What follows belongs to an exercise in optimizing a design on an open flow for small area, a short achievable clock period and few clock cycles per item; a production flow would make more cautious choices. No activity file was given, so power comes from the tool's default toggle rates.

==> module epfmm_page_ram, before the edit <==
module epfmm_page_ram (
   input  logic       clock,
   input  logic       clear,         
   input  logic       fill_go,       
   input  logic       clear_pend,    
   input  logic       fill_pend,     
   input  logic       fill_ems,
   input  logic [8:0] fill_s,        
   input  logic [8:0] fill_e,        
   input  logic [4:0] rd_lane,
   output logic [4:0] rd_ovr,        
   output logic [4:0] rd_ems
);
   localparam int unsigned FIRST = epfmm_pkg::FILL_FIRST;
   localparam int unsigned N     = epfmm_pkg::FILL_PAGES;
   localparam int unsigned W     = 32;
   localparam int unsigned G0    = FIRST / W;
   localparam int unsigned NG    = N / W;
   logic [N-1:0] ovr_ff, ems_ff;
   function automatic logic lt5(input logic [4:0] a, input logic [4:0] b);
      logic [4:0] g, e;
      g = ~a & b;
      e = ~(a ^ b);
      for (int k = 0; k < 3; k++) begin
         for (int i = 4; i >= 0; i--) begin
            if (i >= (1 << k)) begin
               g[i] = g[i] | (e[i] & g[i - (1 << k)]);
               e[i] = e[i] & e[i - (1 << k)];
            end
         end
      end
      lt5 = g[4];
   endfunction
   logic [NG-1:0] g_first, g_last, g_full;
   logic [NG-1:0] w_first, w_last, w_full;
   logic [W-1:0]  l_first, l_lt;
   logic          same;
   logic [N-1:0]  we;
   always_comb begin
      same = (fill_s[8:5] == fill_e[8:5]);
      for (int g = 0; g < NG; g++) begin
         g_first[g] = (4'(G0 + g) == fill_s[8:5]);
         g_last[g]  = !same && (4'(G0 + g) == fill_e[8:5]);
         g_full[g]  = (4'(G0 + g) > fill_s[8:5]) && (4'(G0 + g) < fill_e[8:5]);
         w_first[g] = fill_go && g_first[g];
         w_last[g]  = fill_go && g_last[g];
         w_full[g]  = fill_go && g_full[g];
      end
      for (int l = 0; l < W; l++) begin
         l_lt[l]    = (5'(l) < fill_e[4:0]);
         l_first[l] = (5'(l) >= fill_s[4:0]) && (l_lt[l] || !same);
      end
      for (int i = 0; i < N; i++) begin
         we[i] = w_full[i/W] || (w_first[i/W] && l_first[i%W]) ||
                 (w_last[i/W] && l_lt[i%W]);
      end
   end
   always_ff @(posedge clock) begin
      for (int i = 0; i < N; i++) begin
         if (clear) begin
            ovr_ff[i] <= 1'b0;
         end else if (we[i]) begin
            ovr_ff[i] <= 1'b1;
         end
         if (we[i]) begin
            ems_ff[i] <= fill_ems;
         end
      end
   end
   logic [W-1:0]  r_hot;
   logic          r_lt, r_first;
   logic [NG-1:0] r_we, r_ovr, r_ems;
   always_comb begin
      for (int l = 0; l < W; l++) begin
         r_hot[l] = (rd_lane == 5'(l));
      end
      r_lt    = lt5(rd_lane, fill_e[4:0]);
      r_first = !lt5(rd_lane, fill_s[4:0]) && (r_lt || !same);
      for (int g = 0; g < NG; g++) begin
         r_ovr[g]  = |(r_hot & ovr_ff[g*W +: W]);
         r_ems[g]  = |(r_hot & ems_ff[g*W +: W]);
         r_we[g]   = fill_pend && (g_full[g] || (g_first[g] && r_first) ||
                                   (g_last[g] && r_lt));
         rd_ovr[g] = !clear_pend && (r_we[g] || r_ovr[g]);
         rd_ems[g] = r_we[g] ? fill_ems : r_ems[g];
      end
   end
endmodule
export LEC_CHECK = 0
export CAP_MARGIN = 20
export CORE_MARGIN = 2
export CORE_UTILIZATION = 40
export SETUP_SLACK_MARGIN = 2.2
export SLEW_MARGIN = 20
create_clock -name core_clock -period 5.0 [get_ports {clock}]
run.sh (not shown) runs the stock make flow with config.mk's settings and CLKGATE_MAP_FILE= SYNTH_SCRIPT=/design/flow/synth_recipe.tcl, a recipe that flattens the netlist after the stock synthesis.
Then changed:
--- a/flow/design.v
+++ b/flow/design.v
@@ -65,22 +65,8 @@
    localparam int unsigned W     = 32;
    localparam int unsigned G0    = FIRST / W;
    localparam int unsigned NG    = N / W;
    logic [N-1:0] ovr_ff, ems_ff;
-   function automatic logic lt5(input logic [4:0] a, input logic [4:0] b);
-      logic [4:0] g, e;
-      g = ~a & b;
-      e = ~(a ^ b);
-      for (int k = 0; k < 3; k++) begin
-         for (int i = 4; i >= 0; i--) begin
-            if (i >= (1 << k)) begin
-               g[i] = g[i] | (e[i] & g[i - (1 << k)]);
-               e[i] = e[i] & e[i - (1 << k)];
-            end
-         end
-      end
-      lt5 = g[4];
-   endfunction
    logic [NG-1:0] g_first, g_last, g_full;
    logic [NG-1:0] w_first, w_last, w_full;
    logic [W-1:0]  l_first, l_lt;
    logic          same;
@@ -122,10 +108,10 @@
    always_comb begin
       for (int l = 0; l < W; l++) begin
          r_hot[l] = (rd_lane == 5'(l));
       end
-      r_lt    = lt5(rd_lane, fill_e[4:0]);
-      r_first = !lt5(rd_lane, fill_s[4:0]) && (r_lt || !same);
+      r_lt    = |(r_hot & l_lt);
+      r_first = |(r_hot & l_first);
       for (int g = 0; g < NG; g++) begin
          r_ovr[g]  = |(r_hot & ovr_ff[g*W +: W]);
          r_ems[g]  = |(r_hot & ems_ff[g*W +: W]);
          r_we[g]   = fill_pend && (g_full[g] || (g_first[g] && r_first) ||
Effect:
- cell area grows by 0.40%
- critical path depth is unchanged
- routed wire length grows by 3.5%
- clock-buffer cell count grows by 14
- via count grows by 1.1%
- worst setup slack gets worse by 400 ps
- register-to-register slack gets worse by 450 ps
- synthesized area stays flat
- core utilization grows by 0.20 points
- sequential power hardly moves
- non-clock buffer count shrinks by 4
- die area is about the same
- clock skew shrinks by 14 ps
- combinational power grows by 18%
No run of this note included a check of the RTL's function; only the layout flow was run.

what the ideal ports hide:
No port has a modelled driver above. Below, the same layouts with a new extraction and two added sets of constraints. Step 1 (the two cells are an assumption about what drives the block):
set clk [get_ports {clock}]
set_driving_cell -lib_cell sky130_fd_sc_hd__clkbuf_16 $clk
set_driving_cell -lib_cell sky130_fd_sc_hd__buf_2 [delete_from_list [all_inputs] $clk]
Step 2 also shifts input and output timing later by t, the mid clock arrival at the registers, as if the neighbouring blocks saw the same clock. Slacks: no drivers / after step 1 / after step 2; pairs: no drivers / after step 1.
run	t, ns	setup slack, ns	worst setup path after step 2
the first run	0.706	2.052 / 2.043 / 1.337	input to register
the second run	0.693	1.650 / 1.650 / 1.005	input to register
After both steps every run listed still meets setup and hold. The setup slack of the first run, which loses most, moves by -0.009 ns with the drivers and by -0.715 ns with both steps.
